What follows belongs to an exercise in optimizing a design on an open flow for a short achievable clock period and few clock cycles per item; a production flow would make more cautious choices. Only simulation tests tie the RTL to the original design; equivalence was not proved.

== raven ==
==> flow/design.v (excerpt) <==
module bilevel_run_length_encoder_unit (
    input  wire logic                             i_clk,
    input  wire logic                             i_rst_n,
    input  wire logic                             i_cfg_we,
    input  wire logic [blre_pkg::CFG_IDX_W-1:0]   i_cfg_idx,
    input  wire logic [blre_pkg::CFG_W-1:0]       i_cfg_data,
    input  wire logic                             i_in_valid,
    output logic                                  o_in_stall,
    input  wire logic                             i_pixel,
    output logic                                  o_out_valid,
    input  wire logic                             i_out_stall,
    output logic [7:0]                            o_out_byte,
    output logic                                  o_last_of_batch,
    output logic                                  o_end_of_image
);
    logic [WID_W-1:0] r_w;
    logic [HGT_W-1:0] r_h;
    logic             r_f;
    logic [10:0]      r_we;
    logic [COL_W-1:0] r_wm1;
    logic [HGT_W-1:0] r_he;
    logic [HGT_W-1:0] r_hm1;
    logic [31:0]      r_pos_hi, r_pos_lo;
    logic             r_w1, r_w2, r_h1, r_h2;    
    logic             w_zero, w_big;
    logic [4:0]       lo_idx, hi_idx;
    logic             code_vld;
    logic             in_ready;
    blre_pkg::t_code  code;
    always_ff @(posedge i_clk) begin
        if (!i_rst_n) begin
            r_w <= WID_W'(1);
            r_h <= HGT_W'(1);
            r_f <= 1'b0;
        end else if (i_cfg_we) begin
            case (i_cfg_idx)
                CFG_IMAGE_WIDTH:   r_w <= i_cfg_data[WID_W-1:0];
                CFG_IMAGE_HEIGHT:  r_h <= i_cfg_data[HGT_W-1:0];
  ...
Settings: LEC_CHECK=0, CAP_MARGIN=20, CORE_MARGIN=2, CORE_UTILIZATION=70, CTS_CLUSTER_DIAMETER=100, CTS_CLUSTER_SIZE=30, PLACE_DENSITY=0.85, SETUP_SLACK_MARGIN=5.0, SLEW_MARGIN=20; clock period 8.0 ns.
standard.sh (not shown) runs the stock make flow with config.mk's settings and CLKGATE_MAP_FILE= SYNTH_SCRIPT=/design/flow/synth_recipe.tcl, a recipe that flattens the netlist after the stock synthesis.
==> flow/flow/run.sh <==
#!/bin/bash
set -euo pipefail
W=$(pwd)
make -C "$FLOW_HOME" DESIGN_CONFIG="$W/config.mk" WORK_HOME="$W/orfs" CLKGATE_MAP_FILE= \
    SYNTH_SCRIPT="$W/synth_recipe.tcl" \
    CORE_UTILIZATION=70 CORE_MARGIN=2 PLACE_DENSITY=0.85 CAP_MARGIN=20 SLEW_MARGIN=20 \
    CTS_CLUSTER_SIZE=30 CTS_CLUSTER_DIAMETER=100 \
    SETUP_SLACK_MARGIN=5.6 finish > "$W/make_finish.log" 2>&1
R="$W/orfs/results/$FLOW_PLATFORM/bilevel_run_length_encoder_unit/base"
: # left out here: write the final layout as DEF
Testbench counts of raven, summed over its fixed seeds: cycles 87,121, pixels 86,579.
The inputs of fjord differ from those of raven as listed below.
--- a/flow/design.v
+++ b/flow/design.v
@@ -8,13 +8,13 @@
     localparam int CFG_W     = 15;
     localparam int CFG_IDX_W = 2;
     localparam int V_W       = 24;    
     localparam int N_W       = 9;     
     localparam int K_W       = 5;
     localparam int B_W       = 6;     
-    localparam int EV_DEPTH  = 11;    
+    localparam int EV_DEPTH  = 12;    
     localparam int EV_AW     = $clog2(EV_DEPTH);
     localparam logic [CFG_IDX_W-1:0] CFG_IMAGE_WIDTH   = 2'd0;
     localparam logic [CFG_IDX_W-1:0] CFG_IMAGE_HEIGHT  = 2'd1;
     localparam logic [CFG_IDX_W-1:0] CFG_FILTER_ENABLE = 2'd2;
     typedef struct packed {
         logic           hdr;     
@@ -83,20 +83,24 @@
     input  wire logic                       i_in_valid,
     input  wire logic                       i_in_ready,
     input  wire logic                       i_pixel,
     output logic                            o_code_vld,
     output blre_pkg::t_code                 o_code
 );
+    logic r00_v, r00_p;
     logic r0_v, r0_p;
     always_ff @(posedge i_clk) begin
         if (!i_rst_n) begin
-            r0_v <= 1'b0;
+            r00_v <= 1'b0;
+            r0_v  <= 1'b0;
         end else begin
-            r0_v <= i_in_valid && i_in_ready;
+            r00_v <= i_in_valid && i_in_ready;
+            r0_v  <= r00_v;
         end
-        r0_p <= i_pixel;
+        r00_p <= i_pixel;
+        r0_p  <= r00_p;
     end
     logic [COL_W-1:0] r_cl, cl;
     logic [HGT_W-1:0] r_rl, rl;
     logic             r_lc, r_lr;
     logic             r_first;
     logic             r_rownz;
@@ -354,14 +358,14 @@
             if (pop) r_rp <= {r_rp[EV_DEPTH-2:0], r_rp[EV_DEPTH-1]};
             if (b_v && !pop) begin
                 r_cnt <= {r_cnt[EV_DEPTH-2:0], 1'b1};
             end else if (!b_v && pop) begin
                 r_cnt <= {1'b0, r_cnt[EV_DEPTH-1:1]};
             end
-            o_in_stall <= r_cnt[EV_DEPTH-8];
-            o_in_ready <= !r_cnt[EV_DEPTH-8];
+            o_in_stall <= r_cnt[EV_DEPTH-9];
+            o_in_ready <= !r_cnt[EV_DEPTH-9];
         end
     end
     logic             r_busy;
     logic             r_hdr;
     logic [2:0]       r_hcnt;
     logic             r_h6;        
@@ -552,14 +556,12 @@
     logic [10:0]      r_we;
     logic [COL_W-1:0] r_wm1;
     logic [HGT_W-1:0] r_he;
     logic [HGT_W-1:0] r_hm1;
     logic [31:0]      r_pos_hi, r_pos_lo;
     logic             r_w1, r_w2, r_h1, r_h2;    
-    logic             w_zero, w_big;
-    logic [4:0]       lo_idx, hi_idx;
     logic             code_vld;
     logic             in_ready;
     blre_pkg::t_code  code;
     always_ff @(posedge i_clk) begin
         if (!i_rst_n) begin
             r_w <= WID_W'(1);
@@ -571,43 +573,33 @@
                 CFG_IMAGE_HEIGHT:  r_h <= i_cfg_data[HGT_W-1:0];
                 CFG_FILTER_ENABLE: r_f <= i_cfg_data[0];
                 default: ;
             endcase
         end
     end
-    always_comb begin
-        w_zero = (r_w == '0);
-        w_big  = (r_w > WID_W'(MAX_WIDTH));
-        lo_idx = r_w[4:0] - 5'd1;
-        hi_idx = r_w[9:5] - {4'd0, (r_w[4:0] == 5'd0)};
-    end
-    always_ff @(posedge i_clk) begin
-        if (w_zero) begin
-            r_wm1    <= '0;
-            r_pos_hi <= 32'd1;
-            r_pos_lo <= 32'd1;
-        end else if (w_big) begin
-            r_wm1    <= COL_W'(MAX_WIDTH - 1);
-            r_pos_hi <= 32'h8000_0000;
-            r_pos_lo <= 32'h8000_0000;
-        end else begin
-            r_wm1    <= COL_W'(r_w - WID_W'(1));
-            r_pos_hi <= 32'd1 << hi_idx;
-            r_pos_lo <= 32'd1 << lo_idx;
+    always_ff @(posedge i_clk) begin
+        if (r_w == '0) begin
+            r_wm1 <= '0;
+        end else if (r_w > WID_W'(MAX_WIDTH)) begin
+            r_wm1 <= COL_W'(MAX_WIDTH - 1);
+        end else begin
+            r_wm1 <= COL_W'(r_w - WID_W'(1));
         end
         if (r_h == '0) begin
             r_hm1 <= '0;
         end else begin
             r_hm1 <= r_h - HGT_W'(1);
         end
-        r_w1 <= (r_w == WID_W'(0)) || (r_w == WID_W'(1));
-        r_w2 <= (r_w == WID_W'(2));
-        r_h1 <= (r_h == HGT_W'(0)) || (r_h == HGT_W'(1));
-        r_h2 <= (r_h == HGT_W'(2));
-        r_we <= {1'b0, r_wm1} + 11'd1;
-        r_he <= r_hm1 + HGT_W'(1);
+        r_we     <= {1'b0, r_wm1} + 11'd1;
+        r_he     <= r_hm1 + HGT_W'(1);
+        r_pos_hi <= 32'd1 << r_wm1[9:5];
+        r_pos_lo <= 32'd1 << r_wm1[4:0];
+        r_w1     <= (r_wm1 == COL_W'(0));
+        r_w2     <= (r_wm1 == COL_W'(1));
+        r_h1     <= (r_hm1 == HGT_W'(0));
+        r_h2     <= (r_hm1 == HGT_W'(1));
     end
     blre_ctrl u_ctrl (
         .i_clk      (i_clk),
         .i_rst_n    (i_rst_n),
         .i_wm1      (r_wm1),
         .i_pos_hi   (r_pos_hi),
--- outcome ---
- The maximum clock frequency of fjord is higher than that of raven.
- [compare] base=raven new=fjord: non-clock buffer count lower, post-CTS setup buffer count lower, die area higher, number of clock buffers in the layout higher.
- On design area, raven beats fjord.
- Relative to raven, hold slack has gone down in fjord.
- Final critical-path required period (lower): fjord
- Changes observed in fjord relative to raven: met1 demand-to-capacity share in global routing rose by 2.7 points; post-layout worst setup margin rose by 0.084 ns; fraction of standard cell area in multi-input logic fell by 0.45 points.
- Compared to raven, the router laid down more metal wire for fjord.
- In fjord the mapped cell area turned out 2.1% higher than in raven.
Testbench counts of fjord, summed over its fixed seeds: cycles 87,169, pixels 86,579.

## afterwards: timing with drivers on the ports
Ports are ideal in the flow. The routed layouts listed here were re-timed in OpenROAD. Step 1 sets driving cells, clkbuf_16 on the clock port and buf_2 on the other inputs (assumed; they add their load-dependent delay and slew). Step 2 adds t to the input delays and takes it off the output delays; t is the mean of the earliest and latest rising clock arrival at the registers after step 1. Input paths then give back, and output paths get back, about the clock's delay inside the block. Three values: ideal, step 1, step 2; two values: the first two.
run | t, ns | setup WS [ns] | worst data-port slew with drivers (ns)
raven | 0.831 | 5.078 / 4.998 / 4.797 | 0.10
fjord | 0.826 | 5.162 / 5.079 / 4.728 | 0.27
After both steps setup and hold are still met in every run listed. For fjord, which loses most, drivers alone change the setup slack by -0.083 ns; drivers and shift together by -0.434 ns.
